This is an optimization exercise on Yosys and OpenROAD, whose aim is a short achievable clock period and few clock cycles, not a production implementation.
Only simulation tests tie the RTL to the original design; equivalence was not proved.
Power and IR drop assume default switching activity.

==> inputs of run a <==
==> flow/design.v <==
package mips_pkg;
    typedef logic [32-1:0] word_t;
    typedef logic [4:0]            reg_addr_t;
    typedef enum logic [5:0] {
        OP_RTYPE = 6'h00,
        OP_J     = 6'h02,
        OP_JAL   = 6'h03,
        OP_BEQ   = 6'h04,
        OP_ADDI  = 6'h08,
        OP_LW    = 6'h23,
        OP_SW    = 6'h2b
    } opcode_t;
    typedef enum logic [5:0] {
        FN_JR  = 6'h08,
        FN_ADD = 6'h20,
        FN_SUB = 6'h22,
        FN_AND = 6'h24,
        FN_OR  = 6'h25,
        FN_SLT = 6'h2a
    } funct_t;
    typedef enum logic [2:0] {
        ALU_ADD = 3'd0,
        ALU_SUB = 3'd1,
        ALU_AND = 3'd2,
        ALU_OR  = 3'd3,
        ALU_SLT = 3'd4
    } alu_op_t;
    typedef struct packed {
        opcode_t   opcode;
        reg_addr_t rs;
        reg_addr_t rt;
        reg_addr_t rd;
        logic [4:0] shamt;
        funct_t    funct;
    } r_fmt_t;
    typedef struct packed {
        opcode_t     opcode;
        reg_addr_t   rs;
        reg_addr_t   rt;
        logic [15:0] imm16;
    } i_fmt_t;
    typedef struct packed {
        opcode_t     opcode;
        logic [25:0] target26;
    } j_fmt_t;
    typedef union packed {
        r_fmt_t r_fmt;
        i_fmt_t i_fmt;
        j_fmt_t j_fmt;
    } instr_t;
endpackage
`timescale 1ns/1ps
module instr_decoder (
    input  mips_pkg::instr_t  instr,
    output logic              reg_write,   
    output logic [4:0]        dst,         
    output logic              alu_src,     
    output logic              mem_read,
    output logic              mem_write,
    output logic              branch,
    output logic              jump,        
    output logic              link,        
    output logic              jump_reg,    
    output logic              sel_sum,     
    output logic              sel_and,
    output logic              sel_or,
    output logic              sel_slt,
    output logic              sel_b,       
    output logic              invert_b,    
    output mips_pkg::word_t   imm_ext
);
    logic [5:0] op;
    logic [5:0] fn;
    logic       rtype;
    logic       r_add, r_sub, r_and, r_or, r_slt, r_jr;
    logic       i_addi, i_lw, i_sw, i_beq, i_j, i_jal;
    assign op = instr.r_fmt.opcode;
    assign fn = instr.r_fmt.funct;
    assign rtype  = (op == mips_pkg::OP_RTYPE);
    assign r_add  = rtype & (fn == mips_pkg::FN_ADD);
    assign r_sub  = rtype & (fn == mips_pkg::FN_SUB);
    assign r_and  = rtype & (fn == mips_pkg::FN_AND);
    assign r_or   = rtype & (fn == mips_pkg::FN_OR);
    assign r_slt  = rtype & (fn == mips_pkg::FN_SLT);
    assign r_jr   = rtype & (fn == mips_pkg::FN_JR);
    assign i_addi = (op == mips_pkg::OP_ADDI);
    assign i_lw   = (op == mips_pkg::OP_LW);
    assign i_sw   = (op == mips_pkg::OP_SW);
    assign i_beq  = (op == mips_pkg::OP_BEQ);
    assign i_j    = (op == mips_pkg::OP_J);
    assign i_jal  = (op == mips_pkg::OP_JAL);
    assign imm_ext = {{(32-16){instr.i_fmt.imm16[15]}}, instr.i_fmt.imm16};
    assign dst = i_jal ? 5'd31 :
                 rtype ? instr.r_fmt.rd : instr.r_fmt.rt;
    assign reg_write = (r_add | r_sub | r_and | r_or | r_slt | i_addi | i_lw | i_jal) & (dst != 5'd0);
    assign alu_src   = i_addi | i_lw | i_sw;
    assign mem_read  = i_lw;
    assign mem_write = i_sw;
    assign branch    = i_beq;
    assign jump      = i_j | i_jal;
    assign link      = i_jal;
    assign jump_reg  = r_jr;
    assign sel_sum   = r_add | r_sub | i_addi;
    assign sel_and   = r_and;
    assign sel_or    = r_or;
    assign sel_slt   = r_slt;
    assign sel_b     = i_jal;
    assign invert_b  = r_sub | r_slt;
endmodule
`timescale 1ns/1ps
module register_file (
    input  logic                clk,
    input  logic                rst_n,
    input  logic                we,
    input  mips_pkg::reg_addr_t raddr1,
    input  mips_pkg::reg_addr_t raddr2,
    input  mips_pkg::reg_addr_t waddr,
    input  mips_pkg::word_t     wdata,
    output mips_pkg::word_t     rdata1,
    output mips_pkg::word_t     rdata2,
    output logic                rzero1    
);
    logic [32-1:0] regs [1:32-1];
    always_ff @(posedge clk) begin
        if (rst_n) begin
            for (int i = 1; i < 32; i++) begin
                regs[i] <= '0;
            end
        end else if (we) begin
            for (int i = 1; i < 32; i++) begin
                if (waddr == 5'(i)) regs[i] <= wdata;
            end
        end
    end
    always_comb begin
        rdata1 = '0;
        rdata2 = '0;
        rzero1 = 1'b1;
        for (int i = 1; i < 32; i++) begin
            if (raddr1 == 5'(i)) rdata1 = regs[i];
            if (raddr2 == 5'(i)) rdata2 = regs[i];
            if (raddr1 == 5'(i)) rzero1 = (regs[i] == '0);
        end
    end
endmodule
`timescale 1ns/1ps
module alu (
    input  logic              sel_sum,
    input  logic              sel_and,
    input  logic              sel_or,
    input  logic              sel_slt,
    input  logic              sel_b,
    input  logic              sub,       
    input  mips_pkg::word_t   a_in,
    input  mips_pkg::word_t   b_in,
    output mips_pkg::word_t   result
);
    mips_pkg::word_t b_add;
    mips_pkg::word_t sum;
    logic            lt_signed;
    assign b_add = sub ? ~b_in : b_in;
    assign sum   = a_in + b_add + {31'd0, sub};
    assign lt_signed = (a_in[31] != b_in[31]) ? a_in[31] : sum[31];
    assign result = ({32{sel_sum}} & sum)
                  | ({32{sel_and}} & (a_in & b_in))
                  | ({32{sel_or}}  & (a_in | b_in))
                  | ({32{sel_b}}   & b_in)
                  | {{(32-1){1'b0}}, sel_slt & lt_signed};
endmodule
`timescale 1ns/1ps
module pc_unit (
    input  logic            clk,
    input  logic            rst_n,
    input  logic            redirect,        
    input  mips_pkg::word_t redirect_pc,
    input  logic            take_branch,     
    input  logic            jump,            
    input  logic            link,            
    input  logic            jump_reg,        
    input  logic [25:0]     target26,
    input  mips_pkg::word_t imm_ext,
    output mips_pkg::word_t pc,
    output mips_pkg::word_t pc_plus4,
    output mips_pkg::word_t branch_target,
    output mips_pkg::word_t ret_guess        
);
    mips_pkg::word_t jump_target;
    mips_pkg::word_t pc_other;
    mips_pkg::word_t pc_next;
    assign pc_plus4      = pc + 32'd4;
    assign branch_target = pc_plus4 + {imm_ext[32-3:0], 2'b00};
    assign jump_target   = {pc_plus4[32-1 -: 4], target26, 2'b00};
    always_comb begin
        if (redirect) begin
            pc_other = redirect_pc;
        end else if (jump) begin
            pc_other = jump_target;
        end else if (jump_reg) begin
            pc_other = ret_guess;
        end else begin
            pc_other = pc_plus4;
        end
    end
    assign pc_next = (take_branch && !redirect) ? branch_target : pc_other;
    always_ff @(posedge clk) begin
        if (rst_n) begin
            pc <= 32'h0000_0000;
        end else begin
            pc <= pc_next;
        end
        if (link && !redirect) begin
            ret_guess <= pc_plus4;
        end
    end
endmodule
`timescale 1ns/1ps
module mips_core (
    input  logic                     clk,
    input  logic                     rst_n,
    input  mips_pkg::word_t          ir,
    input  mips_pkg::word_t          read_data_mem,
    output mips_pkg::word_t          ir_addr,
    output logic                     cen,
    output logic                     wen,
    output logic                     oen,
    output logic [7-1:0] a,
    output mips_pkg::word_t          mem_wdata
);
    mips_pkg::instr_t    instr;
    logic      f_we;
    logic [4:0] f_dst;
    logic      f_alu_src;
    logic      f_lw;
    logic      f_sw;
    logic      f_beq;
    logic      f_jump;
    logic      f_link;
    logic      f_jr;
    logic      f_sel_sum;
    logic      f_sel_and;
    logic      f_sel_or;
    logic      f_sel_slt;
    logic      f_sel_b;
    logic      f_sub;
    mips_pkg::word_t     imm_ext;
    mips_pkg::word_t     rf_rs;
    mips_pkg::word_t     rf_rt;
    logic                rf_rs_zero;
    logic                fwd_rs;
    logic                fwd_rt;
    mips_pkg::word_t     rs_data;
    mips_pkg::word_t     rt_data;
    logic                rs_zero;
    mips_pkg::word_t     b_data;
    mips_pkg::word_t     pc;
    mips_pkg::word_t     pc_plus4;
    mips_pkg::word_t     branch_target;
    mips_pkg::word_t     ret_guess;
    logic      f_same;
    logic      f_vs_r0;
    logic      f_take;
    logic      f_guess;
    logic      redirect;
    mips_pkg::word_t     redirect_pc;
    logic      x_we;
    logic [4:0] x_dst;
    logic      x_lw;
    logic      x_sw;
    logic      x_br;
    logic      x_jr;
    logic      x_sel_sum;
    logic      x_sel_and;
    logic      x_sel_or;
    logic      x_sel_slt;
    logic      x_sel_b;
    logic      x_sub;
    mips_pkg::word_t     x_a;
    mips_pkg::word_t     x_b;
    mips_pkg::word_t     x_st;
    mips_pkg::word_t     x_target;
    mips_pkg::word_t     x_alu;
    mips_pkg::word_t     x_result;
    logic                x_result_zero;
    logic                x_eq;
    logic [8:0]          x_addr;
    assign instr = ir;
    instr_decoder u_instr_decoder (
        .instr     (instr),
        .reg_write (f_we),
        .dst       (f_dst),
        .alu_src   (f_alu_src),
        .mem_read  (f_lw),
        .mem_write (f_sw),
        .branch    (f_beq),
        .jump      (f_jump),
        .link      (f_link),
        .jump_reg  (f_jr),
        .sel_sum   (f_sel_sum),
        .sel_and   (f_sel_and),
        .sel_or    (f_sel_or),
        .sel_slt   (f_sel_slt),
        .sel_b     (f_sel_b),
        .invert_b  (f_sub),
        .imm_ext   (imm_ext)
    );
    register_file u_register_file (
        .clk    (clk),
        .rst_n  (rst_n),
        .we     (x_we),
        .raddr1 (instr.r_fmt.rs),
        .raddr2 (instr.r_fmt.rt),
        .waddr  (x_dst),
        .wdata  (x_result),
        .rdata1 (rf_rs),
        .rdata2 (rf_rt),
        .rzero1 (rf_rs_zero)
    );
    assign fwd_rs  = x_we && (x_dst == instr.r_fmt.rs);
    assign fwd_rt  = x_we && (x_dst == instr.r_fmt.rt);
    assign rs_data = fwd_rs ? x_result : rf_rs;
    assign rt_data = fwd_rt ? x_result : rf_rt;
    assign rs_zero = fwd_rs ? x_result_zero : rf_rs_zero;
    always_comb begin
        if (f_link)         b_data = pc_plus4;
        else if (f_jr)      b_data = ret_guess;
        else if (f_alu_src) b_data = imm_ext;
        else                b_data = rt_data;
    end
    assign f_same  = (instr.r_fmt.rs == instr.r_fmt.rt);
    assign f_vs_r0 = (instr.r_fmt.rt == 5'd0);
    assign f_take  = f_beq && (f_same || (f_vs_r0 && rs_zero));
    assign f_guess = f_beq && !f_same && !f_vs_r0;
    pc_unit u_pc_unit (
        .clk           (clk),
        .rst_n         (rst_n),
        .redirect      (redirect),
        .redirect_pc   (redirect_pc),
        .take_branch   (f_take),
        .jump          (f_jump),
        .link          (f_link),
        .jump_reg      (f_jr),
        .target26      (instr.j_fmt.target26),
        .imm_ext       (imm_ext),
        .pc            (pc),
        .pc_plus4      (pc_plus4),
        .branch_target (branch_target),
        .ret_guess     (ret_guess)
    );
    assign ir_addr = pc;
    assign x_eq        = (x_a == x_b);
    assign redirect    = (x_br && x_eq) || (x_jr && !x_eq);
    assign redirect_pc = x_jr ? x_a : x_target;
    always_ff @(posedge clk) begin
        if (rst_n || redirect) begin
            x_we <= 1'b0;
            x_lw <= 1'b0;
            x_sw <= 1'b0;
            x_br <= 1'b0;
            x_jr <= 1'b0;
        end else begin
            x_we <= f_we;
            x_lw <= f_lw;
            x_sw <= f_sw;
            x_br <= f_guess;
            x_jr <= f_jr;
        end
        x_dst     <= f_dst;
        x_sel_sum <= f_sel_sum;
        x_sel_and <= f_sel_and;
        x_sel_or  <= f_sel_or;
        x_sel_slt <= f_sel_slt;
        x_sel_b   <= f_sel_b;
        x_sub     <= f_sub;
        x_a       <= rs_data;
        x_b       <= b_data;
        x_st      <= rt_data;
        x_target  <= branch_target;
    end
    alu u_alu (
        .sel_sum (x_sel_sum),
        .sel_and (x_sel_and),
        .sel_or  (x_sel_or),
        .sel_slt (x_sel_slt),
        .sel_b   (x_sel_b),
        .sub     (x_sub),
        .a_in    (x_a),
        .b_in    (x_b),
        .result  (x_alu)
    );
    assign x_result      = x_lw ? read_data_mem : x_alu;
    assign x_result_zero = (x_result == '0);
    assign x_addr    = x_a[8:0] + x_b[8:0];
    assign cen       = ~((x_lw | x_sw) & ~rst_n);
    assign wen       = ~(x_sw & ~rst_n);
    assign oen       = 1'b0;
    assign a         = x_addr[7+1:2];
    assign mem_wdata = x_st;
endmodule
==> flow/flow/run.sh <==
#!/bin/bash
set -euo pipefail
bash standard.sh SETUP_SLACK_MARGIN=6.6 finish > standard_flow.log 2>&1
==> flow/standard.sh <==
#!/bin/bash
# synth_recipe.tcl (not shown) runs the flow's synth.tcl, then flattens the netlist and writes it again
# the make line also repeats each setting of config.mk as NAME=value (left out here)
make -C /OpenROAD-flow-scripts/flow DESIGN_CONFIG=/design/flow/config.mk WORK_HOME=/design/flow/orfs CLKGATE_MAP_FILE= SYNTH_SCRIPT=/design/flow/synth_recipe.tcl "${@:-finish}"
==> flow/config.mk <==
export PLATFORM = sky130hd
export DESIGN_NAME = mips_core
export DESIGN_NICKNAME = mips_core
export VERILOG_FILES = /design/flow/design.v
export SDC_FILE = /design/flow/constraint.sdc
export NUM_CORES = 4
export LEC_CHECK = 0
export ABC_CLOCK_PERIOD_IN_PS = 4000
export CAP_MARGIN = 20
export CORE_MARGIN = 2
export CORE_UTILIZATION = 30
export GPL_TIMING_DRIVEN = 1
export SLEW_MARGIN = 20
==> flow/constraint.sdc <==
create_clock -name core_clock -period 11.5 [get_ports {clk}]
set_input_delay 2.3000 -clock core_clock [delete_from_list [all_inputs] [get_ports {clk}]]
set_output_delay 2.3000 -clock core_clock [all_outputs]
set_load 0.01 [all_outputs]
==> inputs of run b, as changes to run a <==
--- a/flow/design.v
+++ b/flow/design.v
@@ -167,6 +167,15 @@
                   | ({32{sel_b}}   & b_in)
                   | {{(32-1){1'b0}}, sel_slt & lt_signed};
 endmodule
+module addr_adder (
+    input  logic [8:0] base,
+    input  logic [8:0] offset,
+    output logic [6:0] addr
+);
+    logic [8:0] sum;
+    assign sum  = base + offset;
+    assign addr = sum[8:2];
+endmodule
 `timescale 1ns/1ps
 module pc_unit (
     input  logic            clk,
@@ -282,7 +291,7 @@
     mips_pkg::word_t     x_result;
     logic                x_result_zero;
     logic                x_eq;
-    logic [8:0]          x_addr;
+    logic [6:0]          x_addr;
     assign instr = ir;
     instr_decoder u_instr_decoder (
         .instr     (instr),
@@ -389,10 +398,14 @@
     );
     assign x_result      = x_lw ? read_data_mem : x_alu;
     assign x_result_zero = (x_result == '0);
-    assign x_addr    = x_a[8:0] + x_b[8:0];
+    addr_adder u_addr (
+        .base   (x_a[8:0]),
+        .offset (x_b[8:0]),
+        .addr   (x_addr)
+    );
     assign cen       = ~((x_lw | x_sw) & ~rst_n);
     assign wen       = ~(x_sw & ~rst_n);
     assign oen       = 1'b0;
-    assign a         = x_addr[7+1:2];
+    assign a         = x_addr;
     assign mem_wdata = x_st;
 endmodule
==> flow/flow/run.sh (replaced) <==
#!/bin/bash
set -euo pipefail
bash standard.sh SETUP_SLACK_MARGIN=7.2 finish > standard_flow.log 2>&1
--- a/flow/config.mk
+++ b/flow/config.mk
@@ -5,9 +5,9 @@
 export SDC_FILE = /design/flow/constraint.sdc
 export NUM_CORES = 4
 export LEC_CHECK = 0
-export ABC_CLOCK_PERIOD_IN_PS = 4000
 export CAP_MARGIN = 20
 export CORE_MARGIN = 2
 export CORE_UTILIZATION = 30
 export GPL_TIMING_DRIVEN = 1
 export SLEW_MARGIN = 20
+export SYNTH_HIERARCHICAL = 1
==> impl_results.md <==
- First-pass DRT Iterations: 9
- Sequential fraction of the synthesis area: 35.44%
- CP endpoint: x_b[14]$_DFF_P_
- Initial DRC Count: 14890
- Worst flop-to-flop path endpoint: u_pc_unit.pc[19]$_SDFF_PP0_
- Antenna cells: 24
- Total setup buffers inserted after CTS: 335
- Outcome: complete, no violations
- Logic inverters: 149
- Core region area: 0.2275 mm²
- Period utilisation layout: 44.56%
- Worst path buffer plus inverter count: 4
- Critical path capture point type: flop
- Syn Nets: 9550
Source of the figures above: run b

==> impl_results.md <==
- Antenna cells: 13
- Total setup buffers inserted after CTS: 99
- Outcome: complete, no violations
- CP endpoint: a[6]
- Num rows: 169
- Period utilisation layout: 47.97%
- Logic inverters: 137
- First-pass DRT Iterations: 12
- Largest family of logic cells by synthesized area: compound AO/OA/AOI/OAI gates
- Worst path buffer plus inverter count: 2
- Int Pwr: 7.417 mW
- Worst flop-to-flop path endpoint: u_pc_unit.pc[14]$_SDFF_PP0_
- H-tree level count: 4
- Final Non-Filler Cells: 11240
- Max VDD drop: 164.5 µV
- Critical path capture point type: primary output
- Initial DRC Count: 10880
- Core region area: 0.2121 mm²
- Syn Nets: 8454
Source of the figures above: run a

Testbench counts of run a, summed over its fixed seeds: cycles 29,102.
Testbench counts of run b, summed over its fixed seeds: cycles 29,102.

[separate check: timing with driven ports]
Ports are ideal in the flow. The routed layouts listed here were re-timed in OpenROAD.
Step 1 (the two cells are an assumption about what drives the block):
set clk [get_ports {clk}]
set_driving_cell -lib_cell sky130_fd_sc_hd__clkbuf_16 $clk
set_driving_cell -lib_cell sky130_fd_sc_hd__buf_2 [delete_from_list [all_inputs] $clk]
Step 2 adds t to the input delays and takes it off the output delays; t is the mean of the earliest and latest rising clock arrival at the registers after step 1. Input paths then give back, and output paths get back, about the clock's delay inside the block.
a / b / c = ideal / step 1 / step 2; a / b = the first two.
run | t (ns) | setup slack, ns | worst setup path after step 2 | clock arrival spread, ns | worst slew at a driven data input, ns
run a | 0.927 | 5.984 / 5.881 / 5.437 | input to register | 0.044 / 0.044 | 0.30
run b | 0.964 | 6.376 / 5.956 / 5.050 | input to register | 0.044 / 0.045 | 0.67
After both steps setup and hold are still met in every run listed. For run b, which loses most, drivers alone change the setup slack by -0.420 ns; drivers and shift together by -1.326 ns.
